From an optimization exercise on the open Yosys and OpenROAD flow, aimed at small area; shortcuts taken in it are not production practice.
Function was checked by simulation only, so behaviour that the tests miss may differ from the original.
Power and IR drop assume default switching activity.

## design/flow/config.mk

```make
export PLATFORM = sky130hd
export DESIGN_NAME = t2mi_pps_top
export DESIGN_NICKNAME = t2mi_pps_top
export VERILOG_FILES = /design/flow/design.v
export SDC_FILE = /design/flow/constraint.sdc
export NUM_CORES = 4
export LEC_CHECK = 0
export CAP_MARGIN = 20
export CORE_MARGIN = 2
export CORE_UTILIZATION = 40
export CTS_BUF_LIST = sky130_fd_sc_hd__clkbuf_8
export CTS_CLUSTER_SIZE = 50
export SLEW_MARGIN = 20
```

## design/flow/run.sh

```bash
#!/bin/bash
# synth_recipe.tcl (not shown) runs the flow's synth.tcl, then flattens the netlist and writes it again
# the make line also repeats each setting of config.mk as NAME=value (left out here)
make -C /OpenROAD-flow-scripts/flow DESIGN_CONFIG=/design/flow/config.mk WORK_HOME=/design/flow/orfs CLKGATE_MAP_FILE= SYNTH_SCRIPT=/design/flow/synth_recipe.tcl finish
```

## design/flow/constraint.sdc

```tcl
create_clock -name core_clock -period 10.0 [get_ports {clk_100mhz}]
set_input_delay 2.0000 -clock core_clock [delete_from_list [all_inputs] [get_ports {clk_100mhz}]]
set_output_delay 2.0000 -clock core_clock [all_outputs]
set_load 0.01 [all_outputs]
```

## design/flow/design.v

```verilog
`timescale 1ns/1ps
module t2mi_pps_top #(
    parameter int ticks_per_second = 100_000
) (
    input  logic        clk_100mhz,
    input  logic        rst_n_sync,
    input  logic        t2mi_valid,
    input  logic [7:0]  t2mi_data,
    input  logic        t2mi_sync,
    input  logic        ext_pps_in,
    input  logic [26:0] cable_delay,
    input  logic [26:0] antenna_delay,
    output logic        pps_out,
    output logic [39:0] time_seconds,
    output logic [26:0] time_subseconds,
    output logic        time_valid,
    output logic        sync_locked,
    output logic        ext_pps_locked,
    output logic [1:0]  active_source,
    output logic [7:0]  parser_error_count,
    output logic        led_sync,
    output logic        led_pps,
    output logic        led_error,
    output logic        led_ext_pps
);
    localparam int TPS = ticks_per_second;
    localparam int TW  = 17;                   
    localparam int SW  = TW + 2;                
    localparam int PW  = 17;                   
    localparam logic [1:0] ST_IDLE = 2'd0, ST_HDR = 2'd1, ST_PAY = 2'd2, ST_CRC = 2'd3;
    logic [1:0]  st;
    logic [12:0] cnt;       
    logic        rem;       
    logic        ts;        
    logic        lock1;     
    logic        f1, sv;    
    wire byte_in  = t2mi_valid && !t2mi_sync;
    wire sync_in  = t2mi_valid && t2mi_sync;
    wire pay_last = (cnt[12:1] == '0) && !(cnt[0] && rem);
    wire len_zero = (cnt[12:5] == '0) && (t2mi_data == '0);
    wire ts_len   = (cnt[12:5] == '0) && (t2mi_data >= 8'd81) && (t2mi_data <= 8'd88);
    always_ff @(posedge clk_100mhz or negedge rst_n_sync) begin
        if (!rst_n_sync) begin
            st                 <= ST_IDLE;
            lock1              <= 1'b0;
            sync_locked        <= 1'b0;
            parser_error_count <= '0;
        end else if (sync_in) begin
            if (st != ST_IDLE) begin
                if (parser_error_count != '1) parser_error_count <= parser_error_count + 1'b1;
                sync_locked <= 1'b0;
                lock1       <= 1'b0;
            end
            st <= ST_HDR;
        end else if (byte_in) begin
            case (st)
                ST_HDR: if (cnt[2:0] == 3'd5) st <= len_zero ? ST_CRC : ST_PAY;
                ST_PAY: if (pay_last) st <= ST_CRC;
                ST_CRC: if (cnt[1:0] == 2'd3) begin
                    st <= ST_IDLE;
                    if (lock1) sync_locked <= 1'b1;
                    lock1 <= 1'b1;
                end
                default: ;
            endcase
        end
    end
    always_ff @(posedge clk_100mhz) begin
        if (sync_in) begin
            cnt[2:0] <= 3'd1;
            ts       <= (t2mi_data == 8'h20);
        end else if (byte_in) begin
            case (st)
                ST_HDR: begin
                    cnt[2:0] <= cnt[2:0] + 1'b1;
                    if (cnt[2:0] == 3'd4) cnt[12:5] <= t2mi_data;
                    if (cnt[2:0] == 3'd5) begin
                        cnt[4:0] <= {t2mi_data[7:4], t2mi_data[3] | (ts && ts_len)};
                        rem      <= (t2mi_data[2:0] != '0) && !(ts && ts_len);
                        ts       <= ts && ts_len;
                    end
                end
                ST_PAY: begin
                    if (pay_last) cnt[1:0] <= 2'd0;
                    else          cnt      <= cnt - 1'b1;
                end
                ST_CRC: cnt[1:0] <= cnt[1:0] + 1'b1;
                default: ;
            endcase
        end
    end
    wire ts_byte = byte_in && (st == ST_PAY) && ts;
    logic [39:0]   st_sec;
    logic [TW-1:0] st_sub;
    logic          st_hi_ok;    
    always_ff @(posedge clk_100mhz) begin
        if (ts_byte) begin
            if (cnt[3:0] >= 4'd6) st_sec <= {st_sec[31:0], t2mi_data};
            if (cnt[3:0] == 4'd5) st_hi_ok <= (t2mi_data == '0);
            if (cnt[3:0] == 4'd4) begin
                st_hi_ok      <= st_hi_ok && (t2mi_data[7:6] == '0);
                st_sub[16:11] <= t2mi_data[5:0];
            end
            if (cnt[3:0] == 4'd3) st_sub[10:3] <= t2mi_data;
            if (cnt[3:0] == 4'd2) st_sub[2:0]  <= t2mi_data[7:5];
        end
    end
    always_ff @(posedge clk_100mhz or negedge rst_n_sync) begin
        if (!rst_n_sync) begin
            f1 <= 1'b0;
            sv <= 1'b0;
        end else begin
            f1 <= ts_byte && (cnt[3:0] == 4'd1);
            sv <= f1;
        end
    end
    logic [TW-1:0] tsub;
    logic          t2mi_pps;
    wire          stamp_ok = sv && st_hi_ok && (st_sub < TW'(TPS));
    wire [SW-1:0] sum      = SW'(st_sub) + SW'(cable_delay[TW-1:0]) + SW'(antenna_delay[TW-1:0]);
    wire          ge2      = (sum >= SW'(2 * TPS));
    wire          ge1      = (sum >= SW'(TPS));
    wire [TW-1:0] load_t   = ge2 ? TW'(sum - SW'(2 * TPS)) : ge1 ? TW'(sum - SW'(TPS)) : TW'(sum);
    wire [1:0]    load_c   = {ge2, ge1 && !ge2};
    wire          wrap     = (tsub == TW'(TPS - 1));
    wire [39:0] sec_base = stamp_ok ? st_sec : time_seconds;
    wire [1:0]  sec_inc  = stamp_ok ? load_c : {1'b0, time_valid && wrap};
    always_ff @(posedge clk_100mhz or negedge rst_n_sync) begin
        if (!rst_n_sync) begin
            time_seconds <= '0;
            tsub         <= '0;
            time_valid   <= 1'b0;
            t2mi_pps     <= 1'b0;
        end else begin
            time_seconds <= sec_base + 40'(sec_inc);
            if (stamp_ok)        tsub <= load_t;
            else if (time_valid) tsub <= wrap ? '0 : tsub + 1'b1;
            time_valid <= time_valid || stamp_ok;
            t2mi_pps   <= !stamp_ok && time_valid && wrap;
        end
    end
    assign time_subseconds = 27'(tsub);
    localparam int LO = TPS - 16;
    localparam int HI = TPS + 16;
    logic          s1, s2, s3, ext_pulse;
    logic [PW-1:0] pcnt;        
    logic          have_ref, good_once;
    wire p_over = (pcnt == PW'(HI + 1));
    wire p_ok   = (pcnt >= PW'(LO)) && !p_over;
    always_ff @(posedge clk_100mhz) begin
        pcnt <= ext_pulse ? PW'(1) : pcnt + 1'b1;
    end
    always_ff @(posedge clk_100mhz or negedge rst_n_sync) begin
        if (!rst_n_sync) begin
            s1             <= 1'b0;
            s2             <= 1'b0;
            s3             <= 1'b0;
            ext_pulse      <= 1'b0;
            have_ref       <= 1'b0;
            good_once      <= 1'b0;
            ext_pps_locked <= 1'b0;
        end else begin
            s1        <= ext_pps_in;
            s2        <= s1;
            s3        <= s2;
            ext_pulse <= s2 && !s3;
            if (ext_pulse) begin
                have_ref <= 1'b1;
                if (have_ref) begin
                    if (p_ok) begin
                        if (good_once) ext_pps_locked <= 1'b1;
                        good_once <= 1'b1;
                    end else begin
                        good_once      <= 1'b0;
                        ext_pps_locked <= 1'b0;
                    end
                end
            end else if (have_ref && p_over) begin
                have_ref       <= 1'b0;
                good_once      <= 1'b0;
                ext_pps_locked <= 1'b0;
            end
        end
    end
    logic [7:0] stretch;
    always_ff @(posedge clk_100mhz or negedge rst_n_sync) begin
        if (!rst_n_sync) begin
            active_source <= 2'd0;
            pps_out       <= 1'b0;
            stretch       <= '0;
        end else begin
            active_source <= (time_valid && sync_locked) ? 2'd1 : ext_pps_locked ? 2'd2 : 2'd0;
            pps_out       <= (active_source == 2'd1) ? t2mi_pps :
                             (active_source == 2'd2) ? ext_pulse : 1'b0;
            if (pps_out)              stretch <= 8'd255;
            else if (stretch != '0)   stretch <= stretch - 1'b1;
        end
    end
    assign led_pps     = (stretch != '0);
    assign led_error   = (parser_error_count != '0) || (active_source == 2'd2);
    assign led_sync    = sync_locked;
    assign led_ext_pps = ext_pps_locked;
endmodule
```

==> results of run 1 <==
==> cell usage in the layout, fill, tap and decap left out, drive strengths merged, types with 20 or more instances in the layout <==
| cell | netlist | final |
|---|---|---|
| dfrtp | 91 | 91 |
| nand3 | 48 | 48 |
| xor2 | 52 | 52 |
| clkdlybuf4s50 | 0 | 120 |
| xnor2 | 45 | 45 |
| nor2 | 84 | 84 |
| o21ai | 60 | 60 |
| nor3 | 31 | 31 |
| mux2i | 39 | 39 |
| nand4 | 21 | 21 |
| edfxtp | 70 | 70 |
| dfxtp | 20 | 20 |
| a21oi | 56 | 56 |
| inv | 36 | 41 |
| nand2 | 126 | 126 |
| ha | 36 | 36 |
| and3 | 24 | 24 |
==> layout make-up <==
cell class	count	area, um^2	share of cell area
Clock inverter	15	234	0.0181
Timing Repair Buffer	129	1270	0.0983
Sequential cell	181	4780	0.370
Clock buffer	17	234	0.0181
Tap cell	341	427	0.0331
Multi-Input combinational cell	846	5830	0.452
Inverter	36	135	0.0105
==> metal layers <==
layer,GRT usage,wire [um]
met5,0,0
met4,0.0517,450
met3,0.0299,1130
met2,0.306,12300
met1,0.274,12800
==> power groups by stage <==
stage	logic [uW]	clock network, uW	registers [uW]
after global placement	602	0	926
after floorplan	425	0	912
after CTS	615	586	911
after detailed placement	611	0	926
final	612	571	912
after global routing	690	617	924
==> cell families (layout without fill, tap and decap cells) <==
| family | count (synthesis) | count (layout) | share of synthesized area |
|---|---|---|---|
| adder cells (fa/ha/maj) | 55 | 55 | 0.0760 |
| AO/OA/AOI/OAI | 214 | 214 | 0.136 |
| multiplexers | 40 | 40 | 0.0371 |
| buffers and inverters | 79 | 197 | 0.0347 |
| AND/OR/NAND/NOR | 430 | 430 | 0.200 |
| other | 1 | 10 | 0.000343 |
| XOR/XNOR | 97 | 97 | 0.0784 |
| flip-flops | 181 | 181 | 0.437 |
==> sequential cells by signal, indices dropped and copies added, names as in the netlist, 2 cells and up <==
name	flops
parser_error_count	8
stretch	8
time_seconds	40
st_sec	40
tsub	17
cnt	13
st_sub	17
active_source	2
st	2
pcnt	17
==> through the flow <==
stage               cell area, um^2   util  hold WS, ns
floorplan                     11000      -        0.331
global placement              12400  0.463        0.334
detailed placement            12400  0.463        0.337
CTS                           12900  0.480        0.364
global route                  12900  0.480        0.388
finish                        12900  0.480        0.362
==> final timing paths <==
| path | end | slack, ns | cells past startpoint |
|---|---|---|---|
| max | time_seconds[30] | 1.74 | 23 |
| min | s2 | 0.36 | 0 |
| max reg2reg | time_seconds[30] | 3.35 | 22 |
| min reg2reg | s2 | 0.36 | 0 |
| max in group asynchronous | sync_locked | 7.38 | 2 |
| min in group asynchronous | time_seconds[36] | 1.51 | 1 |
==> reports/results.ini, run 1 <==
[setup_path]
crit_family = simple AND/OR/NAND/NOR gates
crit_top_cell = fa_1
cp_slowest_stage_delay_ns = 0.62
endpoint_kind = flip-flop
worstPathArrival_ns = 8.59
crit_type = in -> reg
regToRegStartpoint = st_sub[1]
cp_num_buf_inv = 3
required_ns = 10.33
cp-startpoint = antenna_delay[1]
crit_path_max_fanout = 8
cp_slowest_cell = nor4b_2
startpoint_type = primary input
cp_cell_sequence = clkdlybuf4s50_1 -> fa_1 -> ha_1 -> fa_1 -> a211o_1 -> and2_4 -> o311ai_4 -> a211oi_2 -> a311oi_4 -> nor4b_1 -> and4b_1 -> o21ai_2 -> o21bai_1 -> ha_1 -> inv_1 -> fa_1 -> nor4_1 -> buf_4 -> nand4_1 -> nor4b_2 -> nand2_1 -> xor2_1 -> mux2i_1

[finish]
area_growth_pct = 18.1
diodes = 0
nets = 1333
drive_gt1_frac = 0.0645
fin_cells = 1565
fill_cells = 2533

[logic_synthesis]
synthTopCellsByCount = nand2_1, dfrtp_1, nor2_1, edfxtp_1, o21ai_0
ys_warn_count = 1
ys_types = 86
ys_async_sr_fraction = 0.503
yosys.area.top_type_share = 0.208
syn_inst = 1097
syn-mean-instance-area_um2 = 9.97
ys_seq_area_frac = 0.437
yosysMostFrequentCell = nand2_1
yosys_most_used_dff = dfrtp_1
synth_seq_cells = 181
synth_edf_count = 70
synth.top_cells.by_area = dfrtp_1, edfxtp_1, nand2_1
yosysTopAreaCell = dfrtp_1
syn_area_um2 = 10900

[sta]
setup-tns-final_ns = 0
fmax_mhz = 121
setup_ws_ns = 1.74
setup_violations = 0
period_needed_ns = 8.26
hold_viol_final = 0
finalCritPeriodShare = 0.826
rsz0062_at_grt = no
slew_violations = 0
relSlewSlack = 0.388
max_slew.worst_pin.slew_ns = 0.916
finalClockSkew_ns = 0.0152

[placed_design]
dp.cells = 1533
gp_congestion = 0.896
post-place-ws_ns = 1.18
dp_hpwl_mm = 20.1
io_buffers = 121

[routing]
drt_pass1_iterations = 4
ant_nets = 0
dr.first_iter.drc_count = 552
drcViolationCount = 0
wire_per_inst_um = 17.1
vias_per_cell = 5.42
vias = 8490
routed_wl_mm = 26.7

[worst_hold_path]
worstHoldStart = s1
min_path_type = reg -> reg

[global_route]
grt_pass1_wl_mm = 44.0
gr-total-overflow = 0
antenna_found_initial = 1
grt_max_degree = 58
grt_usage = 0.192
grt_pass1_vias = 8354

[clocking]
cts_resized = 0
cts_sinks = 181
cts_buffer_depth = 2
holdBufCountCts = 0
clk_latency_ns = 0.47
tritoncts = yes
post_cts_buffers = 0
numCtsBuffers = 17
htreeDepth = 4
path_clk_slew_ns = 0.11
root_buffer = clkbuf_8

[die]
io_pins = 152
start_util = 0.407
die_y_um = 169
core_area_um2 = 26900
die_w_um = 169
core.rowCount = 60
dieArea_um2 = 28700

[power_and_ir_drop]
irDropWorstVdd_uv = 120
p_leak_uw = 0.00504
p_switching_uw = 725
p_seq_frac = 0.435
p_clk_frac = 0.272
total_power_uw = 2100
pwr-share-comb = 0.292
power.internal_uw = 1370
swShare = 0.346
power_density_nw_per_um2 = 162

[run]
maxCapViolations = 0

[status]
status = finished clean

==> run 2, diff against run 1 <==
--- a/design/flow/config.mk
+++ b/design/flow/config.mk
@@ -8,6 +8,4 @@
 export CAP_MARGIN = 20
 export CORE_MARGIN = 2
 export CORE_UTILIZATION = 40
-export CTS_BUF_LIST = sky130_fd_sc_hd__clkbuf_8
-export CTS_CLUSTER_SIZE = 50
 export SLEW_MARGIN = 20
==> run 2 against run 1 <==
  * Maximum frequency is 0.41% lower
  * Global-route usage rose by 0.076 points
  * Total power rose by 7.9%
  * Sequential power barely moved
  * Critical path type unchanged
  * Count of clock-buffer cells in the layout is the same
  * Combinational power about the same
  * Flip-flop and latch count is the same
  * Critical path depth unchanged
==> reports/results.ini, run 2 <==
[logic_synthesis]
yosysMostFrequentCell = nand2_1
ys_types = 86
syn_inst = 1097
ys_async_sr_fraction = 0.503
synth_seq_cells = 181
syn_area_um2 = 10900
synth_edf_count = 70
yosys.area.top_type_share = 0.208
yosys_most_used_dff = dfrtp_1
syn-mean-instance-area_um2 = 9.97
yosysTopAreaCell = dfrtp_1
ys_warn_count = 1
synthTopCellsByCount = nand2_1, dfrtp_1, nor2_1, edfxtp_1, o21ai_0
ys_seq_area_frac = 0.437
synth.top_cells.by_area = dfrtp_1, edfxtp_1, nand2_1

[setup_path]
cp_slowest_cell = nor4b_2
r2r_cells = 22
cp_cell_sequence = clkdlybuf4s50_1 -> fa_1 -> ha_1 -> fa_1 -> a211o_1 -> and2_4 -> o311ai_4 -> a211oi_2 -> a311oi_4 -> nor4b_1 -> and4b_1 -> o21ai_2 -> o21bai_1 -> ha_1 -> inv_1 -> fa_1 -> nor4_1 -> buf_4 -> nand4_1 -> nor4b_2 -> nand2_1 -> xor2_1 -> mux2i_1
startpoint_type = primary input
reg2reg_slack_ns = 3.39
cp-startpoint = antenna_delay[1]
required_ns = 10.28
crit_top_cell = fa_1
worstPathArrival_ns = 8.58
regToRegStartpoint = st_sub[1]
cp_num_buf_inv = 3
crit_family = simple AND/OR/NAND/NOR gates
cp_slowest_stage_delay_ns = 0.62
endpoint_kind = flip-flop
rr_endpoint = time_seconds[30]
crit_type = in -> reg
crit_path_max_fanout = 8

[sta]
fmax_mhz = 121
slew_violations = 0
period_needed_ns = 8.29
finalCritPeriodShare = 0.829
setup-tns-final_ns = 0
hold_viol_final = 0
max_slew.worst_pin.slew_ns = 0.921
setup_violations = 0
finalClockSkew_ns = 0.0133
relSlewSlack = 0.385
rsz0062_at_grt = no

[finish]
drive_gt1_frac = 0.0645
final_common_cell = nand2_1
utilization = 0.487
diodes = 0
reg_top3 = st_sec (40), time_seconds (40)
multi_input_area_um2 = 5830
nets = 1333
layout_common_cells = nand2_1, clkdlybuf4s50_1, dfrtp_1
fill_cells = 2512
area_growth_pct = 19.8
fin_cells = 1565
final_cell_area_um2 = 13100
register_area_um2 = 4780

[global_route]
grt_max_degree = 58
grt_pass1_vias = 8370
grt_usage = 0.193
grt_pass1_wl_mm = 44.1
antenna_found_initial = 1
gr-total-overflow = 0

[routing]
ant_nets = 0
drcViolationCount = 0
routed_wl_mm = 26.8
wl_met1_mm = 13.0
routed-wl-met2_mm = 12.4
vias_per_cell = 5.40
met3_length_mm = 1.00
drt_pass1_iterations = 5
top_layer = met4
dr.first_iter.drc_count = 514
wire_per_inst_um = 17.1
vias = 8447

[worst_hold_path]
hold_depth = 0
worstHoldStart = s1
min_path_type = reg -> reg
whs_endpoint = s2

[placed_design]
dp_hpwl_mm = 20.1
placed_area_um2 = 12400
dp.cells = 1533
io_buffers = 121
gp_congestion = 0.896

[clocking]
post_cts_buffers = 0
root_buffer = clkbuf_16
holdBufCountCts = 0
cts_sinks = 181
cts_resized = 0
cts_buffer_depth = 2
tritoncts = yes
numCtsBuffers = 17
path_clk_slew_ns = 0.08
htreeDepth = 4
clk_latency_ns = 0.43

[die]
start_util = 0.407
io_pins = 152
die_w_um = 169
dieArea_um2 = 28700
die_y_um = 169
core.rowCount = 60
core_area_um2 = 26900

[power_and_ir_drop]
power_density_nw_per_um2 = 173
irDropWorstVdd_uv = 120
p_leak_uw = 0.00512

[status]
status = finished clean

[run]
maxCapViolations = 0

[run 2: worst max-delay path by stage]
stage	end	slack, ns	cells past startpoint
after floorplan	time_seconds[30]	2.66	22
final	time_seconds[30]	1.71	23
after global routing	time_seconds[30]	1.20	23
after CTS	time_seconds[30]	1.63	23
after global placement	time_seconds[30]	1.26	23
after detailed placement	time_seconds[30]	1.18	23
[run 2: per-layer routing]
metal / vias to the layer above / global-route usage
met5: - / 0
met4: 0 / 0.0528
met3: 20 / 0.0278
met2: 191 / 0.309
met1: 4059 / 0.274
li1: 4177 / -
[run 2: worst register-to-register path: stages, from the launching register on]
cell	delay, ns
edfxtp_1	0.44
fa_1	0.45
ha_1	0.24
fa_1	0.43
a211o_1	0.34
and2_4	0.18
o311ai_4	0.31
a211oi_2	0.15
a311oi_4	0.42
nor4b_1	0.31
and4b_1	0.50
o21ai_2	0.17
o21bai_1	0.16
ha_1	0.20
inv_1	0.06
fa_1	0.45
nor4_1	0.31
buf_4	0.19
nand4_1	0.16
nor4b_2	0.62
nand2_1	0.14
xor2_1	0.16
mux2i_1	0.08
[run 2: where the power goes]
group	switching, uW	total (uW)	leakage [uW]	internal (uW)
Sequential	82.9	912	0.00179	829
Clock	326	737	0.000317	410
Combinational	335	613	0.00302	278
Total	744	2260	0.00512	1520
[run 2: cells by family (layout without fill, tap and decap cells)]
| kind of cell | count (synthesis) | in the layout | share of synthesized area |
|---|---|---|---|
| flip-flops | 181 | 181 | 0.437 |
| multiplexers | 40 | 40 | 0.0371 |
| buffers and inverters | 79 | 197 | 0.0347 |
| other | 1 | 10 | 0.000343 |
| adder cells (fa/ha/maj) | 55 | 55 | 0.0760 |
| AND/OR/NAND/NOR | 430 | 430 | 0.200 |
| AO/OA/AOI/OAI | 214 | 214 | 0.136 |
| XOR/XNOR | 97 | 97 | 0.0784 |
[run 2: cell type report]
| cell class | count | area share |
|---|---|---|
| Timing Repair Buffer | 129 | 0.0969 |
| Clock inverter | 15 | 0.0179 |
| Tap cell | 341 | 0.0326 |
| Clock buffer | 17 | 0.0325 |
| Inverter | 36 | 0.0103 |
| Sequential cell | 181 | 0.365 |
| Multi-Input combinational cell | 846 | 0.445 |
[run 2: per-stage QoR]
stage          hold slack, ns  power [uW]  setup slack (ns)
5_1_grt                 0.379        2400              1.20
4_1_cts                 0.356        2280              1.63
3_3_place_gp            0.334        1530              1.26
2_1_floorplan           0.331        1340              2.66
3_5_place_dp            0.337        1540              1.18
6_report                0.354        2260              1.71

## what the ideal ports hide
In the flow no input, the clock included, has a driving cell. The finished layouts below were timed again as built, in two steps.
Step 1 sets driving cells, clkbuf_16 on the clock port and buf_2 on the other inputs (assumed; they add their load-dependent delay and slew).
Step 2 adds t to the input delays and takes it off the output delays; t is the mean of the earliest and latest rising clock arrival at the registers after step 1. Input paths then give back, and output paths get back, about the clock's delay inside the block.
Three values: ideal ports, drivers, drivers and shift; two values: the first two.
| run | t, ns | slack for setup (ns) | hold slack, ns | slew at the worst register clock pin (ns) | worst data-port slew with drivers (ns) |
|---|---|---|---|---|---|
| run 1 | 0.510 | 1.741 / 1.755 / 1.246 | 0.362 / 0.362 / 0.362 | 0.11 / 0.11 | 0.07 |
| run 2 | 0.474 | 1.707 / 1.728 / 1.255 | 0.354 / 0.354 / 0.354 | 0.08 / 0.08 | 0.07 |
After both steps setup and hold are still met in every run listed. The setup slack of run 1, which loses most, moves by +0.014 ns with the drivers and by -0.495 ns with both steps.
